Context: an optimization exercise on an open-source flow, tuned for small area. The choices shown serve that exercise and are no tape-out recipe. Where RTL was checked, it was by simulation tests only, not by an equivalence proof against the original. For runs 4 and 5, only the layout was checked, not whether the RTL still works. Power is estimated from default activity; no workload was simulated.

==> design/flow/design.v <==
`default_nettype none
module chan_top (
	input  wire logic                       wb_clk,
	input  wire logic                       rst_n_i,
	input  wire logic                       reg_we_i,
	input  wire logic [4-1:0]      reg_adr_i,
	input  wire logic [16-1:0]         reg_dat_i,
	output logic [16-1:0]              reg_dat_o,
	input  wire logic                       adc_vld_i,
	input  wire logic [4*12-1:0]   adc_dat_i,
	output logic [16-1:0]              tx_dat_o,
	output logic                            tx_k_o,
	output logic                            tx_vld_o,
	input  wire logic                       tx_rdy_i
);
	function automatic logic gt13(input logic [12:0] a, input logic [12:0] b);
		logic c;
		logic [12:0] x, y;
		x = ~(a ^ 13'h1000);
		y = b ^ 13'h1000;
		c = 1'b1;
		for (int i = 0; i < 13; i++)
			c = (x[i] & y[i]) | (c & (x[i] | y[i]));
		gt13 = ~c;
	endfunction
	function automatic logic sgn17(input logic [16:0] a, input logic [16:0] b);
		logic c;
		c = 1'b0;
		for (int i = 0; i < 16; i++)
			c = (a[i] & b[i]) | (c & (a[i] | b[i]));
		sgn17 = a[16] ^ b[16] ^ c;
	endfunction
	function automatic logic [15:0] inc16(input logic [15:0] a, input logic ci);
		logic c;
		logic [15:0] s;
		c = ci;
		for (int i = 0; i < 16; i++) begin
			s[i] = a[i] ^ c;
			c = a[i] & c;
		end
		inc16 = s;
	endfunction
	logic signed [12:0]  zthr;
	logic [15:0]         sthr;
	logic [3:0]          mask;
	logic [3:0]          inv;
	logic [11:0]         ped [4];
	logic [4:0]          stat;
	logic [4:0]          ovf;
	logic wr_sthr;
	assign wr_sthr = reg_we_i & (reg_adr_i == 4'd1);
	always_ff @(posedge wb_clk) begin
		if (!rst_n_i) begin
			zthr <= '0;
			sthr <= '0;
			mask <= '0;
			inv  <= '0;
			for (int n = 0; n < 4; n++) ped[n] <= '0;
		end else if (reg_we_i) begin
			case (reg_adr_i)
				4'd0: zthr <= reg_dat_i[12:0];
				4'd1: sthr <= reg_dat_i;
				4'd2: mask <= reg_dat_i[3:0];
				4'd3: inv  <= reg_dat_i[3:0];
				4'd4: ped[0] <= reg_dat_i[11:0];
				4'd5: ped[1] <= reg_dat_i[11:0];
				4'd6: ped[2] <= reg_dat_i[11:0];
				4'd7: ped[3] <= reg_dat_i[11:0];
				default: ;
			endcase
		end
	end
	logic [15:0] rd_val;
	always_comb begin
		case (reg_adr_i)
			4'd0:  rd_val = {{3{zthr[12]}}, zthr};
			4'd1:  rd_val = sthr;
			4'd2:  rd_val = {12'd0, mask};
			4'd3:  rd_val = {12'd0, inv};
			4'd4:  rd_val = {4'd0, ped[0]};
			4'd5:  rd_val = {4'd0, ped[1]};
			4'd6:  rd_val = {4'd0, ped[2]};
			4'd7:  rd_val = {4'd0, ped[3]};
			4'd15: rd_val = {11'd0, stat};
			default: rd_val = '0;
		endcase
	end
	always_ff @(posedge wb_clk) begin
		if (!rst_n_i) begin
			stat      <= '0;
			reg_dat_o <= '0;
		end else begin
			stat      <= ((reg_adr_i == 4'd15) ? 5'd0 : stat) | ovf;
			reg_dat_o <= rd_val;
		end
	end
	logic [15:0] sthr_nx;
	assign sthr_nx = wr_sthr ? reg_dat_i : sthr;
	logic       load;
	logic       tv;                 
	logic [3:0] cv;                 
	logic [3:0] cpop;
	logic       tpop;
	assign load = ~tx_vld_o | tx_rdy_i;
	logic [12:0]        slot [4][8];
	logic [3:0]         cnt  [4];      
	logic [12:0]        d_q  [4];      
	logic [3:0]         en_q;          
	logic               vld_q;         
	logic [7:0]         hsel [4];      
	for (genvar c = 0; c < 4; c++) begin : g_chan
		logic [12:0] w, d;
		logic [11:0] a, b;
		logic        push, full, acc;
		assign a = adc_dat_i[c*12 +: 12];
		assign b = ~ped[c];
		logic [4:0] c0, c1, c2;
		logic [3:0] s1, s2, p1, p2;
		logic       k4, k8, k12;
		assign c0[0] = ~inv[c];
		assign c1[0] = 1'b0;
		assign c2[0] = 1'b0;
		for (genvar i = 0; i < 4; i++) begin : g_b
			assign w[i]    = a[i] ^ b[i] ^ c0[i];
			assign c0[i+1] = (a[i] & b[i]) | (c0[i] & (a[i] ^ b[i]));
			assign s1[i]   = a[i+4] ^ b[i+4] ^ c1[i];
			assign c1[i+1] = (a[i+4] & b[i+4]) | (c1[i] & (a[i+4] ^ b[i+4]));
			assign s2[i]   = a[i+8] ^ b[i+8] ^ c2[i];
			assign c2[i+1] = (a[i+8] & b[i+8]) | (c2[i] & (a[i+8] ^ b[i+8]));
		end
		assign p1 = {&s1[2:0], &s1[1:0], s1[0], 1'b1};
		assign p2 = {&s2[2:0], &s2[1:0], s2[0], 1'b1};
		assign k4 = c0[4];
		assign w[7:4]  = s1 ^ (p1 & {4{k4}});
		assign k8 = c1[4] | (k4 & (&s1));
		assign w[11:8] = s2 ^ (p2 & {4{k8}});
		assign k12 = c2[4] | (k8 & (&s2));
		assign w[12] = ~k12;
		assign d = w ^ {13{inv[c]}};
		always_ff @(posedge wb_clk)
			d_q[c] <= d;
		assign push   = en_q[c] & gt13(d_q[c], zthr);
		assign full   = cnt[c][3];
		assign acc    = push & ~full;
		assign ovf[c] = push & full;
		assign cv[c]  = (cnt[c] != 4'd0);
		always_ff @(posedge wb_clk) begin
			if (!rst_n_i) begin
				cnt[c]  <= '0;
				en_q[c] <= 1'b0;
			end else begin
				en_q[c] <= adc_vld_i & mask[c];
				cnt[c]  <= cnt[c] + {3'd0, acc} - {3'd0, cpop[c]};
			end
		end
		always_ff @(posedge wb_clk) begin
			if (acc) begin
				slot[c][0] <= d_q[c];
				for (int i = 1; i < 8; i++)
					slot[c][i] <= slot[c][i-1];
			end
		end
		for (genvar i = 0; i < 8; i++) begin : g_h
			assign hsel[c][i] = (cnt[c] == 4'(i + 1));
		end
	end
	logic [16:0] dm [4];
	logic [16:0] s1v, c1v, s2v, c2v, s3v, c3v, thr;
	logic        cmp, trig_q, last_q;
	logic [15:0] smp_cnt;        
	always_comb begin
		for (int c = 0; c < 4; c++)
			dm[c] = {{4{d_q[c][12]}}, d_q[c]} & {17{en_q[c]}};
		thr = ~{sthr_nx[15], sthr_nx};
		for (int i = 0; i < 17; i++) begin
			s1v[i] = dm[0][i] ^ dm[1][i] ^ dm[2][i];
			c1v[i] = (i == 0) ? 1'b0 : ((dm[0][i-1] & dm[1][i-1]) | (dm[2][i-1] & (dm[0][i-1] ^ dm[1][i-1])));
		end
		for (int i = 0; i < 17; i++) begin
			s2v[i] = s1v[i] ^ c1v[i] ^ dm[3][i];
			c2v[i] = (i == 0) ? 1'b0 : ((s1v[i-1] & c1v[i-1]) | (dm[3][i-1] & (s1v[i-1] ^ c1v[i-1])));
		end
		for (int i = 0; i < 17; i++) begin
			s3v[i] = s2v[i] ^ c2v[i] ^ thr[i];
			c3v[i] = (i == 0) ? 1'b0 : ((s2v[i-1] & c2v[i-1]) | (thr[i-1] & (s2v[i-1] ^ c2v[i-1])));
		end
	end
	assign cmp = ~sgn17(s3v, c3v);
	always_ff @(posedge wb_clk) begin
		if (!rst_n_i) begin
			vld_q   <= 1'b0;
			trig_q  <= 1'b0;
			last_q  <= 1'b0;
			smp_cnt <= 16'hffff;
		end else begin
			vld_q   <= adc_vld_i;
			trig_q  <= vld_q & cmp & ~last_q;
			smp_cnt <= inc16(smp_cnt, vld_q);
			if (vld_q)
				last_q <= cmp;
		end
	end
	logic [15:0] tslot [4];
	logic [2:0]  tcnt;
	logic        tfull, tacc;
	assign tfull  = tcnt[2];
	assign tacc   = trig_q & ~tfull;
	assign ovf[4] = trig_q & tfull;
	assign tv     = (tcnt != 3'd0);
	always_ff @(posedge wb_clk) begin
		if (!rst_n_i)
			tcnt <= '0;
		else
			tcnt <= tcnt + {2'd0, tacc} - {2'd0, tpop};
	end
	always_ff @(posedge wb_clk) begin
		if (tacc) begin
			tslot[0] <= smp_cnt;
			for (int i = 1; i < 4; i++)
				tslot[i] <= tslot[i-1];
		end
	end
	logic [1:0] rr_q;
	logic [1:0] sel;
	logic       found;
	always_comb begin
		logic [1:0] idx;
		found = 1'b0;
		sel   = rr_q;
		for (int i = 1; i <= 4; i++) begin
			idx = rr_q + 2'(i);
			if (!found && cv[idx]) begin
				found = 1'b1;
				sel   = idx;
			end
		end
	end
	assign tpop = load & tv;
	always_comb
		for (int c = 0; c < 4; c++)
			cpop[c] = load & ~tv & found & (sel == 2'(c));
	logic [15:0] nxt;
	always_comb begin
		nxt = '0;
		for (int i = 0; i < 4; i++)
			if (tcnt == 3'(i + 1)) nxt = nxt | tslot[i];
		if (!tv) begin
			nxt = {1'b0, sel, 13'd0};
			for (int c = 0; c < 4; c++)
				for (int i = 0; i < 8; i++)
					if (sel == 2'(c) && hsel[c][i]) nxt[12:0] = nxt[12:0] | slot[c][i];
		end
	end
	always_ff @(posedge wb_clk) begin
		if (!rst_n_i) begin
			tx_vld_o <= 1'b0;
			tx_k_o   <= 1'b0;
			rr_q     <= '0;
		end else if (load) begin
			tx_vld_o <= tv | found;
			tx_k_o   <= tv;
			if (!tv && found)
				rr_q <= sel;
		end
	end
	always_ff @(posedge wb_clk)
		if (load)
			tx_dat_o <= nxt;
endmodule
`default_nettype wire
==> design/flow/run.sh <==
#!/bin/bash
# synth_recipe.tcl (not shown) runs the flow's synth.tcl, then flattens the netlist and writes it again
# the make line also repeats each setting of config.mk as NAME=value (left out here)
make -C /OpenROAD-flow-scripts/flow DESIGN_CONFIG=/design/flow/config.mk WORK_HOME=/design/flow/orfs CLKGATE_MAP_FILE= SYNTH_SCRIPT=/design/flow/synth_recipe.tcl finish
==> design/flow/config.mk <==
export PLATFORM = sky130hd
export DESIGN_NAME = chan_top
export DESIGN_NICKNAME = chan_top
export VERILOG_FILES = /design/flow/design.v
export SDC_FILE = /design/flow/constraint.sdc
export NUM_CORES = 4
export LEC_CHECK = 0
export CAP_MARGIN = 20
export CORE_MARGIN = 2
export CORE_UTILIZATION = 60
export CTS_BUF_LIST = sky130_fd_sc_hd__clkbuf_8
export CTS_CLUSTER_SIZE = 24
export SLEW_MARGIN = 20
==> design/flow/constraint.sdc <==
create_clock -name core_clock -period 5.0 [get_ports {wb_clk}]
set_input_delay 1.0000 -clock core_clock [delete_from_list [all_inputs] [get_ports {wb_clk}]]
set_output_delay 1.0000 -clock core_clock [all_outputs]
set_load 0.01 [all_outputs]
==> results.toml, run 1 <==
[status]
run_status = "no timing/DRC/antenna violations"

[routing]
detailedRoute.firstPassIterationCount = 6
wire_per_inst_um = 27.2
detailroute.via_count = 20900
post_drt_via_cell_ratio = 6.30
drc_errors = 0
drt_iter0_drc = 2365
count_of_nets_left_with_antenna_violations_after_detail_routing = 0
post_route_wl_mm = 90.2

[setup_path]
arrival_ns = 4.94
cp_max_fo = 15
worst_setup_path_end_kind = "flip-flop"
crit_type = "reg2reg"
r2r_cells = 13
worst_setup_path_start_kind = "flip-flop"
worst_ep_required_time_ns = 5.55

[timing]
drv_slew = 0
final.hold.worst_slack_ns = 0.421
worst_pin_slew_ns = 1.17
setup_slack_ns = 0.602
finalHoldViolCount = 0
period_share_pct = 88.0
rsz0062_at_grt = "false"
report.final.setup_viol = 0
maxClockFrequency_ghz = 0.227
clock-skew-final_ns = 0.0477
relSlewSlack_pct = 22.0
final_period_minus_worst_setup_slack_ns = 4.40

[cells_and_area]
post_route_cells_drive_above_1_share_pct = 10.3
num_antenna_cells = 0
finalNetCount = 2767
post-route-util_pct = 69.6
finish.cell_count_without_fillers = 3314
syn_to_final_growth_pct = 14.6

[die]
start_util_pct = 60.8
io-pin-count = 107
core-area_mm2 = 0.0501
die_y_um = 229
die_area_mm2 = 0.0525
fp.dieW_um = 229
number_of_rows_in_the_core_area = 82

[logic_synthesis]
synth-seq-cells = 700
post-synth-top-area-fraction_pct = 49.0
synth_cells = 2371
synth_top_cells_by_area = "edfxtp_1, dfxtp_1, fa_1"
ys.flop_type = "edfxtp_1"
synth_sequential_area_ratio_pct = 62.4
synthDistinctLibCells = 84
synth_commonest_cells = "edfxtp_1, nand2_1, dfxtp_1, inv_1, a21oi_1"
synth_area_per_cell_um2 = 12.8
post_synthesis_simple_gate_area_fraction_pct = 9.19
synth_top_family_by_area = "compound AO/OA/AOI/OAI gates"
syn-num-nets = 2592
post_synthesis_async_set_or_reset_flop_share_pct = 0
compound_gate_fraction_of_synth_area_pct = 11.6
synth_edf_count = 496
synth.area.mux_share_pct = 2.13
netlist_area_mm2 = 0.0304
post_synth_fa_ha_maj_area_fraction_pct = 8.78
synthMostInstantiatedCell = "edfxtp_1"
synth.yosys.warnings = 8
synth.largest_area_cell = "edfxtp_1"
synth_xor_xnor_area_share_pct = 2.50

[clock_network]
count_of_clock_tree_sinks = 700
cts_buffers = 110
post_cts.repair.setup_buffers = 0
post_cts_resize_count = 0
clock_tree_buf_depth = 3
clock-root-buffer = "clkbuf_8"
clk-insertion-delay-late_ns = 0.75
htree_num_levels = 3
clock_tree_from_tritoncts = "yes"
holdBufCountCts = 0
worst_setup_hold_path_clk_slew_ns = 0.07

[power]
power.ir.vdd_worst_mv = 0.275
fin_total_pwr_uw = 15300
power.density_cell_area_mw_per_mm2 = 438
pleak_uw = 0.0123

[job]
timing.max_cap.violations = 0

[hold_path]
hold_path.class = "reg2reg"
holdPathStages = 0

[placed_design]
preCtsSetupSlack_ns = 0.186
routabilityCongestion = 0.965
place.port_buffers = 106
dp.final_hpwl_mm = 65.3
numPlacedInstances = 3106

[grt]
grt_antenna_before_repair = 0
grt_max_degree = 105
gr_overflow_total = 0
globalRouteTotalUtil_pct = 34.6
grt_pass1_vias = 21000
grt_first_pass_wirelength_mm = 133
## logic make-up after synthesis
family | after synthesis
buffers and inverters | 268
flip-flops | 700
AND/OR/NAND/NOR | 580
AO/OA/AOI/OAI | 507
adder cells (fa/ha/maj) | 165
multiplexers | 64
XOR/XNOR | 87
## routing by layer
layer / global-route usage (%) / wire length, um / vias to the layer above
met2: 53.8 / 41200 / 1329
met1: 44.9 / 33500 / 10200
li1: - / - / 9117
met5: 0 / 0 / -
met3: 5.86 / 8280 / 260
met4: 23.9 / 7200 / 0
## placed cells by master (no fill, tap or decap), types with 60 or more instances in the layout
cell type,instances
clkdlybuf4s50_1,105
a22oi_1,105
inv_1,190
edfxtp_1,496
fa_1,83
a21oi_1,156
ha_1,62
nor2_1,89
nand2_1,243
buf_4,60
clkbuf_8,130
dfxtp_1,202
## stage by stage
step / TNS [ns] / cell area, um^2
after global placement: 0 / 32500
after CTS: 0 / 34900
after detailed placement: 0 / 32500
final: 0 / 34900
after floorplan: -3.21 / 30500
after global routing: 0 / 34900
## flip-flops by register name, indices dropped and copies added (netlist names), 2 cells and up
name and cells:
slot 416, reg_dat_o 16, inv 4, tcnt 3, stat 5, tslot 64, ped 48, d_q 52
tx_dat_o 16, rr_q 2, mask 4, cnt 16, sthr 16, en_q 4, smp_cnt 16, zthr 13
## power by group
group / internal (uW) / leakage, uW / switching, uW
logic: 1300 / 0.00481 / 2140
registers: 6450 / 0.00615 / 290
clock network: 2760 / 0.00133 / 2350
total: 10500 / 0.0123 / 4780
## worst max-delay path, stage by stage, from the launching register on
cell,delay (ns)
dfxtp_1,0.68
nand2_1,0.17
fa_1,0.57
inv_1,0.05
fa_1,0.47
fa_1,0.53
o22ai_1,0.11
or4b_2,0.62
a211oi_1,0.22
o221a_2,0.29
o211ai_1,0.13
a21oi_1,0.18
nand3b_1,0.13
a21oi_1,0.06
## final timing paths
path | startpoint | to | slack, ns
max | en_q[2]$_SDFF_PN0_ | last_q$_SDFFE_PN0P_ | 0.60
min | slot[2][12]$_DFFE_PP_ | slot[3][12]$_DFFE_PP_ | 0.42
max reg2reg | en_q[2]$_SDFF_PN0_ | last_q$_SDFFE_PN0P_ | 0.60
min reg2reg | slot[2][12]$_DFFE_PP_ | slot[3][12]$_DFFE_PP_ | 0.42
## area by class of cell
cell class                      count  area, um^2
Clock buffer                      130        1790
Clock inverter                     78         562
Fill cell                        3718       15200
Inverter                          163         613
Multi-Input combinational cell   1403       10500
Sequential cell                   700       19000
Tap cell                          672         841
Timing Repair Buffer              168        1550
==> run 2: changes to the inputs <==
--- a/design/flow/config.mk
+++ b/design/flow/config.mk
@@ -10,4 +10,4 @@
 export CORE_UTILIZATION = 60
-export CTS_BUF_LIST = sky130_fd_sc_hd__clkbuf_8
-export CTS_CLUSTER_SIZE = 24
+export CTS_CLUSTER_DIAMETER = 100
+export CTS_CLUSTER_SIZE = 30
 export SLEW_MARGIN = 20
==> run 2 against run 1 <==
  * Critical path type unchanged
  * First-iteration DRC count grew 3.6%
  * Critical path depth shrank 1
  * Maximum frequency grew 0.18%
  * Count of clock-buffer cells in the layout shrank 85
  * Clock power shrank 39%
  * Largest cell class unchanged
  * Flip-flop and latch count is the same
  * Synthesized cell count is the same
  * Worst setup slack gained 0.0079 ns
  * Critical endpoint is now trig_q$_SDFF_PN0_
  * Total power shrank 13%
  * Via count shrank 2.9%
  * Sequential share of layout area grew 2.2 points
==> results.toml, run 2 <==
[timing]
report.final.setup_viol = 0
clock-skew-final_ns = 0.0333
drv_slew = 0
period_share_pct = 87.8
worst_pin_slew_ns = 1.10
rsz0062_at_grt = "false"
final_period_minus_worst_setup_slack_ns = 4.39
relSlewSlack_pct = 26.5
maxClockFrequency_ghz = 0.228
finalHoldViolCount = 0

[status]
run_status = "no timing/DRC/antenna violations"

[clock_network]
clk-insertion-delay-late_ns = 0.63
clock_tree_buf_depth = 3
htree_num_levels = 1
post_cts_resize_count = 0
clock-root-buffer = "clkbuf_16"
holdBufCountCts = 0
clock_tree_from_tritoncts = "yes"
worst_setup_hold_path_clk_slew_ns = 0.11
post_cts.repair.setup_buffers = 0
cts_buffers = 28
count_of_clock_tree_sinks = 700

[setup_path]
crit_type = "reg2reg"
worst_setup_path_end_kind = "flip-flop"
worst_setup_path_start_kind = "flip-flop"
timing.critical_path.mode_cell = "fa_1"
critical_path.n_buffers_inverters = 1
critical_path.top_delay_family = "adder cells"
cp_max_fo = 15
arrival_ns = 4.91
critPathSlowestCell = "dfxtp_1"
critical_path.cell_chain = "nand2_1 > fa_1 > inv_1 > fa_1 > fa_1 > o22ai_1 > or4b_2 > a211oi_1 > o221a_2 > nand4bb_1 > a21oi_1 > nor4b_1"
worst_ep_required_time_ns = 5.52
worst_path_largest_cell_delay_ns = 0.69

[logic_synthesis]
synth.yosys.warnings = 8
synth_area_per_cell_um2 = 12.8
synthMostInstantiatedCell = "edfxtp_1"
post-synth-top-area-fraction_pct = 49.0
ys.flop_type = "edfxtp_1"
synthDistinctLibCells = 84
synth_commonest_cells = "edfxtp_1, nand2_1, dfxtp_1, inv_1, a21oi_1"
synth_sequential_area_ratio_pct = 62.4
synth-seq-cells = 700
synth_cells = 2371
syn-num-nets = 2592
post_synthesis_async_set_or_reset_flop_share_pct = 0
synth_top_cells_by_area = "edfxtp_1, dfxtp_1, fa_1"
synth.largest_area_cell = "edfxtp_1"
netlist_area_mm2 = 0.0304
synth_edf_count = 496

[grt]
globalRouteTotalUtil_pct = 33.7
grt_pass1_vias = 20100
grt_first_pass_wirelength_mm = 130
gr_overflow_total = 0
grt_max_degree = 105
grt_antenna_before_repair = 0

[cells_and_area]
largest_register_ffs = 416
final_common_cell = "edfxtp_1"
syn_to_final_growth_pct = 10.1
biggestRegsByFlops = "slot (416), tslot (64), d_q (52)"
max_flop_register = "slot"
post_route_standard_cell_area_excluding_fillers_mm2 = 0.0335
num_antenna_cells = 0
post_route_cells_drive_above_1_share_pct = 6.11
n_fill_cell = 3819
finalNetCount = 2686
finish.cell_count_without_fillers = 3159
most-common-layout-cells = "edfxtp_1, nand2_1, dfxtp_1"

[routing]
detailedRoute.firstPassIterationCount = 7
count_of_nets_left_with_antenna_violations_after_detail_routing = 0
post_drt_via_cell_ratio = 6.42
wire_per_inst_um = 28.0
post_route_wl_mm = 88.6
detailroute.via_count = 20300
drc_errors = 0
drt_iter0_drc = 2450

[die]
start_util_pct = 60.8
die_area_mm2 = 0.0525
core-area_mm2 = 0.0501
fp.dieW_um = 229
number_of_rows_in_the_core_area = 82
io-pin-count = 107
die_y_um = 229

[hold_path]
hold_path.class = "reg2reg"

[power]
power.ir.vdd_worst_mv = 0.279
pleak_uw = 0.0114
power.density_cell_area_mw_per_mm2 = 397
fin_total_pwr_uw = 13300

[placed_design]
dp.final_hpwl_mm = 65.3
routabilityCongestion = 0.965
place.port_buffers = 106
numPlacedInstances = 3106
dpl_cell_area_mm2 = 0.0325

[job]
timing.max_cap.violations = 0
## run 2: cell counts after synthesis
Identical to the previous run, type by type.
## run 2: report_power, final
part / switching (uW) / leakage [uW] / total (uW) / internal, uW
sequential: 291 / 0.00615 / 6730 / 6440
clock: 1790 / 0.000460 / 3120 / 1330
combinational: 2130 / 0.00482 / 3430 / 1300
total: 4220 / 0.0114 / 13300 / 9070
## run 2: routing by layer
metal	vias up	share of wire, %	GRT usage, %
li1	8881	-	-
met1	10000	38	44.4
met2	1139	46	53.2
met3	222	8.0	4.28
met4	0	7.7	21.6
met5	-	0	0
## run 2: kinds of logic (layout without fill, tap and decap cells)
kind of cell | Yosys count | after routing | share of synthesized area, %
xor+xnor | 87 | 87 | 2.50
simple gates | 580 | 580 | 9.19
flops | 700 | 700 | 62.4
buf+inv | 268 | 384 | 3.37
mux | 64 | 64 | 2.13
fa+ha+maj | 165 | 165 | 8.78
compound gates | 507 | 507 | 11.6
## run 2: cell type report
class                   instances  area [um^2]  share of cell area, %
repair buffers                169         1570                   4.70
inverters                     163          613                   1.83
clock inverters                 7          136                  0.407
well taps                     672          841                   2.51
clock buffers                  45          827                   2.47
flip-flops and latches        700        19000                   56.7
multi-input cells            1403        10500                   31.4
## run 2: metrics by stage
step           util [%]  setup TNS [ns]  worst slack (ns)  hold slack (ns)
3_3_place_gp       64.9               0             0.193            0.409
3_5_place_dp       64.9               0             0.186            0.425
4_1_cts            66.8               0             0.625            0.444
6_report           66.9               0             0.610            0.445
2_1_floorplan         -           -3.21            -0.649            0.398
5_1_grt            66.9               0             0.412            0.449
## run 2: worst paths after layout
path	start	endpoint	slack (ns)	cells after the start
hold reg to reg	last_q$_SDFFE_PN0P_	trig_q$_SDFF_PN0_	0.44	1
setup / recovery	en_q[2]$_SDFF_PN0_	trig_q$_SDFF_PN0_	0.61	12
hold / removal	last_q$_SDFFE_PN0P_	trig_q$_SDFF_PN0_	0.44	1
setup reg to reg	en_q[2]$_SDFF_PN0_	trig_q$_SDFF_PN0_	0.61	12
==> run 3: changes to the inputs <==
--- a/design/flow/config.mk
+++ b/design/flow/config.mk
@@ -9,5 +9,3 @@
 export CORE_MARGIN = 2
-export CORE_UTILIZATION = 60
-export CTS_CLUSTER_DIAMETER = 100
-export CTS_CLUSTER_SIZE = 30
+export CORE_UTILIZATION = 40
 export SLEW_MARGIN = 20
==> run 3 against run 2 <==
  * Worst setup slack improved by 0.087 ns
  * Wire length increased by 10%
  * Critical path depth is 2 lower
  * Cell count increased by 13%
  * Clock power up 79%
  * Flip-flop and latch count unchanged
  * Global-route usage down 8.9 points
  * Via count grew 1.3%
  * Cell area increased by 5.9%
  * Die area grew 49%
  * Synthesized cell count stayed put
==> results.toml, run 3 <==
[clock_network]
post_cts.repair.setup_buffers = 0
htree_num_levels = 3
clock_tree_buf_depth = 3
cts_buffers = 74
clk-insertion-delay-late_ns = 0.63
count_of_clock_tree_sinks = 700
clock-root-buffer = "clkbuf_16"
clock_tree_from_tritoncts = "yes"
post_cts_resize_count = 0
worst_setup_hold_path_clk_slew_ns = 0.06
holdBufCountCts = 0

[setup_path]
worst_setup_path_start_kind = "flip-flop"
crit_type = "reg2reg"
critical_path.top_delay_family = "compound AO/OA/AOI/OAI gates"
worst_ep_required_time_ns = 5.43
worst_path_largest_cell_delay_ns = 1.00
worst_setup_path_end_kind = "flip-flop"
arrival_ns = 4.73
cp_max_fo = 10
critical_path.n_buffers_inverters = 2
critPathSlowestCell = "a21oi_1"
critical_path.cell_chain = "inv_1 > ha_1 > nor3b_2 > nand3_1 > and2_1 > a21oi_1 > a222oi_1 > buf_4 > nand4_1 > o31a_1"

[hold_path]
hold_path.class = "reg2reg"

[logic_synthesis]
netlist_area_mm2 = 0.0304
synth_commonest_cells = "edfxtp_1, nand2_1, dfxtp_1, inv_1, a21oi_1"
synth.yosys.warnings = 8
synth_top_cells_by_area = "edfxtp_1, dfxtp_1, fa_1"
synthDistinctLibCells = 84
synth-seq-cells = 700
post_synthesis_async_set_or_reset_flop_share_pct = 0
synth_cells = 2371
synth_edf_count = 496
synth_sequential_area_ratio_pct = 62.4
synthMostInstantiatedCell = "edfxtp_1"
syn-num-nets = 2592
synth.largest_area_cell = "edfxtp_1"
post-synth-top-area-fraction_pct = 49.0
ys.flop_type = "edfxtp_1"
synth_area_per_cell_um2 = 12.8

[cells_and_area]
biggestRegsByFlops = "slot (416), tslot (64), d_q (52)"
largest_register_ffs = 416
final_common_cell = "edfxtp_1"
syn_to_final_growth_pct = 16.6
most-common-layout-cells = "edfxtp_1, nand2_1, dfxtp_1"
post_route_cells_drive_above_1_share_pct = 9.06
finalNetCount = 2743
finish.cell_count_without_fillers = 3561
post-route-util_pct = 46.9
max_flop_register = "slot"

[die]
die_area_mm2 = 0.0783
number_of_rows_in_the_core_area = 101
fp.dieW_um = 280
start_util_pct = 40.3
die_y_um = 280
io-pin-count = 107
core-area_mm2 = 0.0756

[routing]
detailedRoute.firstPassIterationCount = 5
wire_per_inst_um = 27.5
drc_errors = 0
post_drt_via_cell_ratio = 5.77
count_of_nets_left_with_antenna_violations_after_detail_routing = 0
detailroute.via_count = 20500
drt_iter0_drc = 2453
post_route_wl_mm = 97.8

[timing]
finalHoldViolCount = 0
rsz0062_at_grt = "false"
setup_slack_ns = 0.697
maxClockFrequency_ghz = 0.232
clock-skew-final_ns = 0.0191
worst_pin_slew_ns = 1.20
period_share_pct = 86.1
report.final.setup_viol = 0
relSlewSlack_pct = 20.2
drv_slew = 0
final_period_minus_worst_setup_slack_ns = 4.30

[grt]
gr_overflow_total = 0
grt_max_degree = 106
grt_pass1_vias = 20500
grt_antenna_before_repair = 1
grt_first_pass_wirelength_mm = 141
globalRouteTotalUtil_pct = 24.8

[placed_design]
preCtsSetupSlack_ns = 0.191
place.port_buffers = 106
dp.final_hpwl_mm = 71.3
numPlacedInstances = 3423
routabilityCongestion = 0.951

[status]
run_status = "no timing/DRC/antenna violations"

[power]
fin_total_pwr_uw = 15900
power.density_cell_area_mw_per_mm2 = 447
power.ir.vdd_worst_mv = 0.230
pleak_uw = 0.0122

[job]
timing.max_cap.violations = 0
[run 3: cell counts after synthesis]
No cell type changed its count.
[run 3: power breakdown]
part / internal [uW] / switching (uW) / leakage (uW)
clock network: 3260 / 2340 / 0.00121
registers: 6450 / 303 / 0.00615
logic: 1320 / 2180 / 0.00488
total: 11000 / 4820 / 0.0122
[run 3: metal layers]
layer | GRT usage (%) | wire, um | up-vias
met3 | 4.25 | 6970 | 215
met5 | 0 | 0 | -
met4 | 11.6 | 5180 | 0
met2 | 41.2 | 46700 | 989
li1 | - | - | 9042
met1 | 31.7 | 38900 | 10300
[run 3: layout make-up]
type / count / area (um^2)
Tap cell: 978 / 1220
Clock inverter: 46 / 469
Multi-Input combinational cell: 1403 / 10500
Clock buffer: 90 / 1980
Sequential cell: 700 / 19000
Inverter: 163 / 613
Fill cell: 6741 / 40100
Antenna cell: 1 / 2.50
Timing Repair Buffer: 180 / 1680
[run 3: cells by family after synthesis]
logic type / after synthesis / share of synthesized area (%)
muxes: 64 / 2.13
AOI/OAI and AO/OA: 507 / 11.6
DFF: 700 / 62.4
buffers and inverters: 268 / 3.37
and+or+nand+nor: 580 / 9.19
adders and majority gates: 165 / 8.78
xor gates and xnor gates: 87 / 2.50
[run 3: per-stage QoR]
step,hold slack [ns],area (um^2),TNS (ns)
final,0.429,35500,0
after global routing,0.445,35500,0
after CTS,0.424,35400,0
after detailed placement,0.416,33000,0
after global placement,0.407,33000,0
after floorplan,0.398,30500,-3.21
[run 3: worst paths after layout]
path                            cells past startpoint  slack, ns                  from                     end
worst max-delay path                               10       0.70  cnt[3][3]$_SDFF_PN0_  tx_dat_o[12]$_DFFE_PP_
worst min-delay path                                1       0.43   last_q$_SDFFE_PN0P_       trig_q$_SDFF_PN0_
worst max register to register                     10       0.70  cnt[3][3]$_SDFF_PN0_  tx_dat_o[12]$_DFFE_PP_
worst min register to register                      1       0.43   last_q$_SDFFE_PN0P_       trig_q$_SDFF_PN0_
[run 3: worst reg2reg max path, stage by stage (launching register included)]
cell and delay (ns):
dfxtp_1 0.34, inv_1 0.13, ha_1 0.53, nor3b_2 0.58, nand3_1 0.24, and2_1 0.39
a21oi_1 1.00, a222oi_1 0.17, buf_4 0.22, nand4_1 0.18, o31a_1 0.33
==> run 4: changes to the inputs <==
--- a/design/flow/design.v
+++ b/design/flow/design.v
@@ -241,13 +241,24 @@
 			cpop[c] = load & ~tv & found & (sel == 2'(c));
+	logic [35:0] gsel;
 	logic [15:0] nxt;
 	always_comb begin
-		nxt = '0;
 		for (int i = 0; i < 4; i++)
-			if (tcnt == 3'(i + 1)) nxt = nxt | tslot[i];
-		if (!tv) begin
-			nxt = {1'b0, sel, 13'd0};
-			for (int c = 0; c < 4; c++)
-				for (int i = 0; i < 8; i++)
-					if (sel == 2'(c) && hsel[c][i]) nxt[12:0] = nxt[12:0] | slot[c][i];
-		end
+			gsel[32+i] = (tcnt == 3'(i + 1));
+		for (int c = 0; c < 4; c++)
+			for (int i = 0; i < 8; i++)
+				gsel[c*8+i] = ~tv & (sel == 2'(c)) & hsel[c][i];
+	end
+	for (genvar b = 0; b < 13; b++) begin : g_nxt
+		logic [35:0] src;
+		for (genvar c = 0; c < 4; c++)
+			for (genvar i = 0; i < 8; i++)
+				assign src[c*8+i] = slot[c][i][b];
+		for (genvar i = 0; i < 4; i++)
+			assign src[32+i] = tslot[i][b];
+		and_or36 u_ao (.d_i(src), .g_i(gsel), .y_o(nxt[b]));
+	end
+	always_comb begin
+		nxt[15:13] = {1'b0, sel & {2{~tv}}};
+		for (int i = 0; i < 4; i++)
+			nxt[15:13] = nxt[15:13] | (tslot[i][15:13] & {3{gsel[32+i]}});
 	end
@@ -270 +281,10 @@
 `default_nettype wire
+`default_nettype none
+module and_or36 (
+	input  wire logic [35:0] d_i,
+	input  wire logic [35:0] g_i,
+	output logic             y_o
+);
+	assign y_o = |(d_i & g_i);
+endmodule
+`default_nettype wire
--- a/design/flow/config.mk
+++ b/design/flow/config.mk
@@ -9,3 +9,7 @@
 export CORE_MARGIN = 2
-export CORE_UTILIZATION = 40
+export CORE_UTILIZATION = 72
+export CTS_CLUSTER_DIAMETER = 60
+export CTS_CLUSTER_SIZE = 30
+export PLACE_DENSITY = 0.76
 export SLEW_MARGIN = 20
+export SYNTH_HIERARCHICAL = 1
==> run 4 against run 3 <==
  * Still clean on timing, DRC and antenna
  * Non-clock buffer count down 29
  * Worst setup slack better by 0.095 ns
  * Flip-flop and latch count unchanged
  * Combinational power down 42%
  * Cell count down 19%
  * Die area down 45%
  * Area after synthesis down 2.4%
  * Register-to-register slack better by 0.09 ns
  * Clock power down 32%
  * Via count down 2.9%
  * Critical path depth up 2
  * First-iteration DRC count up 12%
  * Critical endpoint is now tx_dat_o[7]$_DFFE_PP_
  * Highest routed layer unchanged
==> results.toml, run 4 <==
[status]
run_status = "no timing/DRC/antenna violations"

[logic_synthesis]
post-synth-top-area-fraction_pct = 50.2
syn-num-nets = 2402
synth.yosys.warnings = 14
synth_sequential_area_ratio_pct = 63.9
synth-seq-cells = 700
post_synthesis_async_set_or_reset_flop_share_pct = 0
synth_area_per_cell_um2 = 13.6
synth_edf_count = 496
synth_top_cells_by_area = "edfxtp_1, dfxtp_1, a22oi_1"
synthDistinctLibCells = 68
synth_commonest_cells = "edfxtp_1, a22oi_1, nand2_1, dfxtp_1, inv_1"
synth_cells = 2181
ys.flop_type = "edfxtp_1"
synthMostInstantiatedCell = "edfxtp_1"
netlist_area_mm2 = 0.0297
synth.largest_area_cell = "edfxtp_1"

[clock_network]
count_of_clock_tree_sinks = 700
holdBufCountCts = 0
worst_setup_hold_path_clk_slew_ns = 0.11
htree_num_levels = 2
clk-insertion-delay-late_ns = 0.61
post_cts_resize_count = 0
cts_buffers = 38
post_cts.repair.setup_buffers = 0
clock-root-buffer = "clkbuf_16"
clock_tree_buf_depth = 3
clock_tree_from_tritoncts = "yes"

[cells_and_area]
finalNetCount = 2534
syn_to_final_growth_pct = 11.5
most-common-layout-cells = "edfxtp_1, a22oi_1, nand2_1"
post-route-util_pct = 81.2
largest_register_ffs = 416
final_common_cell = "edfxtp_1"
max_flop_register = "slot"
num_antenna_cells = 0
post_route_cells_drive_above_1_share_pct = 7.05
biggestRegsByFlops = "slot (416), tslot (64), d_q (52)"
post_route_standard_cell_area_excluding_fillers_mm2 = 0.0331

[timing]
period_share_pct = 84.2
drv_slew = 0
worst_pin_slew_ns = 1.28
clock-skew-final_ns = 0.0357
finalHoldViolCount = 0
report.final.setup_viol = 0
final.hold.worst_slack_ns = 0.438
maxClockFrequency_ghz = 0.238
final_period_minus_worst_setup_slack_ns = 4.21
relSlewSlack_pct = 14.9
rsz0062_at_grt = "false"

[power]
seq_power_share_pct = 53.3
power_frac_comb_pct = 16.2
power.ir.vdd_worst_mv = 0.339
intPower_uw = 8990
switchingPower_uw = 3500
clock_power_share_pct = 30.5
power_switching_share_pct = 28.0
power.density_cell_area_mw_per_mm2 = 377
pleak_uw = 0.0112

[grt]
grt_first_pass_wirelength_mm = 124
gr_overflow_total = 0
grt_pass1_vias = 20200
grt_max_degree = 105
globalRouteTotalUtil_pct = 39.3
grt_antenna_before_repair = 0

[placed_design]
dp.final_hpwl_mm = 56.4
dpl_cell_area_mm2 = 0.0317
place.port_buffers = 106
routabilityCongestion = 0.930

[setup_path]
rr_startpoint = "cnt[3][3]$_SDFF_PN0_"
cp_max_fo = 13
rrSetupSlack_ns = 0.79
worst_setup_path_endpoint = "tx_dat_o[7]$_DFFE_PP_"
crit_type = "reg2reg"
worst_setup_path_start_kind = "flip-flop"
worst_setup_path_end_kind = "flip-flop"
worst_ep_required_time_ns = 5.47
r2r_cells = 12
timing.rr.end = "tx_dat_o[7]$_DFFE_PP_"
arrival_ns = 4.67
crit_path_start = "cnt[3][3]$_SDFF_PN0_"

[routing]
drc_errors = 0
detailedRoute.firstPassIterationCount = 8
post_drt_via_cell_ratio = 6.94
drt_iter0_drc = 2745
count_of_nets_left_with_antenna_violations_after_detail_routing = 0
wire_per_inst_um = 29.3
post_route_wl_mm = 84.3
detailroute.via_count = 19900

[die]
core-area_mm2 = 0.0407
number_of_rows_in_the_core_area = 74
die_area_mm2 = 0.0429
io-pin-count = 107
die_y_um = 207
fp.dieW_um = 207
start_util_pct = 72.9

[job]
timing.max_cap.violations = 0

[hold_path]
hold_path.class = "reg2reg"
run 4: cell types whose count changed after synthesis, moves of 24 or more:
| cell | before | now |
|---|---|---|
| inv_1 | 161 | 137 |
| nand3_1 | 49 | 20 |
| mux2i_1 | 59 | 21 |
| nand2_1 | 243 | 213 |
| a22oi_1 | 105 | 230 |
| a21boi_0 | 3 | 69 |
| a21oi_1 | 157 | 22 |
| nor2b_1 | 21 | 50 |
| nor2_1 | 90 | 42 |
| nand4_1 | 32 | 67 |
| clkbuf_1 | 81 | 56 |
run 4: cell families (layout without fill, tap and decap cells):
| group | Yosys count | count (layout) | synth area share, % |
|---|---|---|---|
| AOI/OAI and AO/OA | 474 | 474 | 12.1 |
| xor gates and xnor gates | 87 | 87 | 2.57 |
| adders and majority gates | 155 | 155 | 8.65 |
| buffers and inverters | 197 | 357 | 2.50 |
| DFF | 700 | 700 | 63.9 |
| muxes | 25 | 25 | 0.860 |
| and+or+nand+nor | 543 | 543 | 9.38 |
run 4: worst min-delay path by stage:
stage,endpoint,cells after the start,from
after floorplan,trig_q$_SDFF_PN0_,1,last_q$_SDFFE_PN0P_
after global placement,trig_q$_SDFF_PN0_,1,last_q$_SDFFE_PN0P_
after detailed placement,trig_q$_SDFF_PN0_,1,last_q$_SDFFE_PN0P_
after CTS,slot[30][6]$_DFFE_PP_,0,slot[29][6]$_DFFE_PP_
after global routing,tslot[2][10]$_DFFE_PP_,0,tslot[1][10]$_DFFE_PP_
final,slot[30][6]$_DFFE_PP_,0,slot[29][6]$_DFFE_PP_
run 4: per-layer routing:
layer  vias to the layer above  share of wire (%)  GRT usage [%]  wire length [um]
met1                      9649                 35           51.6             29600
met2                      1554                 46           62.0             39200
met4                         0                6.5           20.8              5490
li1                       8415                  -              -                 -
met3                       331                 12           8.75             10000
met5                         -                  0              0                 0
run 4: modules after synthesis, one instance, submodules excluded:
module / area (um^2) / flops+latches / times used / cells inside
and_or36: 178 / 0 / 13 / 24
chan_top: 27400 / 700 / 1 / 1869
run 4: through the flow:
step	cells	setup TNS, ns	worst slack, ns	total power [uW]
CTS	2872	0	0.883	12400
global placement	2802	0	0.840	8630
finish	2873	0	0.792	12500
global route	2873	0	0.724	12800
floorplan	2181	-0.0689	-0.0689	7880
detailed placement	2804	0	0.712	8740
run 4: layout make-up:
type,count,area (um^2)
Sequential cell,700,19000
Multi-Input combinational cell,1284,10100
Fill cell,2265,7660
Timing Repair Buffer,151,1420
Clock buffer,43,1030
Tap cell,532,666
Inverter,138,518
Clock inverter,25,342
run 4: power by group through the flow:
stage / combinational, uW / sequential (uW) / clock (uW)
finish: 2030 / 6650 / 3810
global route: 2170 / 6670 / 3980
CTS: 1990 / 6640 / 3800
detailed placement: 1960 / 6780 / 0
global placement: 1860 / 6770 / 0
floorplan: 1190 / 6690 / 0
run 4: critical path, cell delays in order, from the launching register on:
cell	delay, ns
dfxtp_1	0.34
inv_1	0.13
ha_1	0.23
nor3b_1	0.65
mux2_2	0.31
o221ai_2	0.20
inv_2	0.25
nand4_1	0.26
nor2_2	1.03
a22oi_1	0.31
nand4_1	0.22
nor4_1	0.06
nand4_1	0.09
==> run 5: changes to the inputs <==
--- a/design/flow/config.mk
+++ b/design/flow/config.mk
@@ -9,6 +9,6 @@
 export CORE_MARGIN = 2
-export CORE_UTILIZATION = 72
-export CTS_CLUSTER_DIAMETER = 60
-export CTS_CLUSTER_SIZE = 30
-export PLACE_DENSITY = 0.76
+export CORE_UTILIZATION = 65
+export CTS_CLUSTER_DIAMETER = 80
+export CTS_CLUSTER_SIZE = 26
+export PLACE_DENSITY = 0.68
 export SLEW_MARGIN = 20
==> run 5 against run 4 <==
  * Wire length shrank 0.98%
  * Worst hold slack got worse by 0.016 ns
  * Highest routed layer is now met5
  * Area after synthesis unchanged
  * Die area grew 11%
  * Synthesized cell count unchanged
  * Cell count grew 2.4%
  * Largest cell class unchanged
  * Via count is 2.1% lower
  * Clock skew decreased by 0.0083 ns
  * Flip-flop and latch count did not move
  * Critical endpoint is now tx_dat_o[10]$_DFFE_PP_
  * Non-clock buffer count rose by 2
==> results.toml, run 5 <==
[die]
number_of_rows_in_the_core_area = 78
die_area_mm2 = 0.0474
core-area_mm2 = 0.0452
fp.dieW_um = 218
die_y_um = 218
start_util_pct = 65.7
io-pin-count = 107

[logic_synthesis]
post-synth-top-area-fraction_pct = 50.2
ys.flop_type = "edfxtp_1"
synthDistinctLibCells = 68
synth_cells = 2181
synthMostInstantiatedCell = "edfxtp_1"
post_synthesis_simple_gate_area_fraction_pct = 9.38
synth_commonest_cells = "edfxtp_1, a22oi_1, nand2_1, dfxtp_1, inv_1"
compound_gate_fraction_of_synth_area_pct = 12.1
syn-num-nets = 2402
synth_sequential_area_ratio_pct = 63.9
post_synth_fa_ha_maj_area_fraction_pct = 8.65
synth_edf_count = 496
synth.yosys.warnings = 14
post_synthesis_async_set_or_reset_flop_share_pct = 0
synth_xor_xnor_area_share_pct = 2.57
synth_top_family_by_area = "compound AO/OA/AOI/OAI gates"
synth_area_per_cell_um2 = 13.6
synth_top_cells_by_area = "edfxtp_1, dfxtp_1, a22oi_1"
synth-seq-cells = 700
netlist_area_mm2 = 0.0297
synth.area.mux_share_pct = 0.860
synth.largest_area_cell = "edfxtp_1"

[cells_and_area]
biggestRegsByFlops = "slot (416), tslot (64), d_q (52)"
post_route_cells_drive_above_1_share_pct = 6.75
max_flop_register = "slot"
finalNetCount = 2534
final_common_cell = "edfxtp_1"
post_route_standard_cell_area_excluding_fillers_mm2 = 0.0330
num_antenna_cells = 0
syn_to_final_growth_pct = 11.3
largest_register_ffs = 416
most-common-layout-cells = "edfxtp_1, a22oi_1, nand2_1"
n_fill_cell = 2949
post-route-util_pct = 73.1

[routing]
count_of_nets_left_with_antenna_violations_after_detail_routing = 0
drt_iter0_drc = 2290
wire_per_inst_um = 28.4
drc_errors = 0
detailedRoute.firstPassIterationCount = 6
post_route_wl_mm = 83.5
detailroute.via_count = 19500
post_drt_via_cell_ratio = 6.64

[placed_design]
dpl_cell_area_mm2 = 0.0318
place.port_buffers = 106
preCtsSetupSlack_ns = 0.720
dp.final_hpwl_mm = 57.0
routabilityCongestion = 0.941

[clock_network]
count_of_clock_tree_sinks = 700
cts_buffers = 36
htree_num_levels = 2
clock_tree_from_tritoncts = "yes"
holdBufCountCts = 0
clock-root-buffer = "clkbuf_16"
clock_tree_buf_depth = 3
worst_setup_hold_path_clk_slew_ns = 0.10
clk-insertion-delay-late_ns = 0.60
post_cts_resize_count = 0
post_cts.repair.setup_buffers = 0

[setup_path]
critical_path.cell_chain = "inv_1 > ha_1 > nor3b_1 > nor2_1 > nor3_1 > a211o_4 > nand4_1 > nor2_2 > a22oi_1 > nand4_1 > nor4_1 > nand4_1"
worst_setup_path_endpoint = "tx_dat_o[10]$_DFFE_PP_"
worst_ep_required_time_ns = 5.44
arrival_ns = 4.50
worst_setup_path_start_kind = "flip-flop"
worst_path_largest_cell_delay_ns = 0.97
cp_max_fo = 13
r2r_cells = 12
crit_path_start = "cnt[3][3]$_SDFF_PN0_"
timing.critical_path.mode_cell = "nand4_1"
rrSetupSlack_ns = 0.94
crit_type = "reg2reg"
rr_startpoint = "cnt[3][3]$_SDFF_PN0_"
worst_setup_path_end_kind = "flip-flop"
timing.rr.end = "tx_dat_o[10]$_DFFE_PP_"
critPathSlowestCell = "nor2_2"

[status]
run_status = "no timing/DRC/antenna violations"

[power]
power.density_cell_area_mw_per_mm2 = 367
power_frac_comb_pct = 16.5
seq_power_share_pct = 54.9
switchingPower_uw = 3310
power_switching_share_pct = 27.3
fin_total_pwr_uw = 12100
pleak_uw = 0.0111
clock_power_share_pct = 28.6
power.ir.vdd_worst_mv = 0.291
intPower_uw = 8820

[hold_path]
hold_path.class = "reg2reg"

[timing]
final_period_minus_worst_setup_slack_ns = 4.06
drv_slew = 0
relSlewSlack_pct = 18.9
worst_pin_slew_ns = 1.22
period_share_pct = 81.2
final.hold.worst_slack_ns = 0.422
maxClockFrequency_ghz = 0.246
finalHoldViolCount = 0
setup_slack_ns = 0.941
rsz0062_at_grt = "false"
clock-skew-final_ns = 0.0274
report.final.setup_viol = 0

[grt]
grt_pass1_vias = 19300
grt_antenna_before_repair = 2
grt_max_degree = 105
globalRouteTotalUtil_pct = 35.8
grt_first_pass_wirelength_mm = 123
gr_overflow_total = 0

[job]
timing.max_cap.violations = 0
-- run 5: cell counts after synthesis --
No cell type changed its count.
-- run 5: area by class of cell --
type,instances,area (um^2),share of cell area [%]
Sequential cell,700,19000,57.5
Multi-Input combinational cell,1284,10100,30.7
Timing Repair Buffer,153,1440,4.35
Clock buffer,53,1030,3.11
Tap cell,600,751,2.27
Inverter,138,518,1.57
Clock inverter,13,173,0.523
-- run 5: routing by layer --
layer	vias to the layer above	global-route usage [%]	part of all wire, %
met3	296	6.09	9.6
met1	9582	47.6	38
met2	1249	57.5	47
met4	4	18.4	6.2
met5	-	0	0.043
li1	8403	-	-
-- run 5: cell families after synthesis --
group           after synthesis
mux                          25
fa+ha+maj                   155
compound gates              474
simple gates                543
flops                       700
xor+xnor                     87
buf+inv                     197
-- run 5: stage by stage --
stage / std cells / setup TNS (ns)
detailed placement: 2875 / 0
finish: 2941 / 0
global route: 2941 / 0
CTS: 2941 / 0
floorplan: 2181 / -0.0689
global placement: 2875 / 0
-- run 5: critical path: cells and delay by family (launching register included) --
kind,cells,cell delay (ns)
AOI/OAI and AO/OA,2,0.55
adders and majority gates,1,0.25
buffers and inverters,1,0.15
DFF,1,0.34
and+or+nand+nor,8,2.62
-- run 5: power groups by stage --
stage | clock network [uW] | logic [uW] | registers, uW
after global placement | 0 | 1890 | 6760
final | 3470 | 2000 | 6650
after CTS | 3470 | 1970 | 6640
after global routing | 3670 | 2160 | 6670
after floorplan | 0 | 1190 | 6690
after detailed placement | 0 | 1960 | 6780
-- run 5: how the worst min path moves through the flow --
stage / startpoint / endpoint / slack [ns] / cells past startpoint
4_1_cts: last_q$_SDFFE_PN0P_ / trig_q$_SDFF_PN0_ / 0.42 / 1
5_1_grt: last_q$_SDFFE_PN0P_ / trig_q$_SDFF_PN0_ / 0.46 / 1
3_5_place_dp: last_q$_SDFFE_PN0P_ / trig_q$_SDFF_PN0_ / 0.40 / 1
6_report: last_q$_SDFFE_PN0P_ / trig_q$_SDFF_PN0_ / 0.42 / 1
2_1_floorplan: last_q$_SDFFE_PN0P_ / trig_q$_SDFF_PN0_ / 0.39 / 1
3_3_place_gp: last_q$_SDFFE_PN0P_ / trig_q$_SDFF_PN0_ / 0.40 / 1
-- run 5: Yosys stat by module, one instance, submodules excluded --
| module | flip-flops and latches | cells inside | cell area (um^2) |
|---|---|---|---|
| and_or36 | 0 | 24 | 178 |
| chan_top | 700 | 1869 | 27400 |

[re-timing with driven ports]
Ports are ideal in the flow. The routed layouts listed here were re-timed in OpenROAD.
Step 1: set_driving_cell puts a clkbuf_16 on wb_clk and a buf_2 on each other input, an assumption about the parent block.
Step 2 adds t to the input delays and takes it off the output delays; t is the mean of the earliest and latest rising clock arrival at the registers after step 1. Input paths then give back, and output paths get back, about the clock's delay inside the block.
Slacks: ideal ports / drivers / drivers and shift; pairs: ideal ports / drivers.
run | t, ns | setup slack, ns | worst setup path after step 2 | worst slew at a driven data input, ns
run 1 | 0.779 | 0.602 / 0.602 / 0.138 | input to register | 0.04
run 2 | 0.672 | 0.610 / 0.610 / 0.187 | input to register | 0.05
run 3 | 0.683 | 0.697 / 0.697 / 0.184 | input to register | 0.05
run 4 | 0.657 | 0.792 / 0.792 / 0.645 | input to register | 0.05
run 5 | 0.648 | 0.941 / 0.941 / 0.643 | input to register | 0.05
After both steps setup and hold are still met in every run listed. For run 3, which loses most, drivers alone change the setup slack by 0.000 ns; drivers and shift together by -0.513 ns.
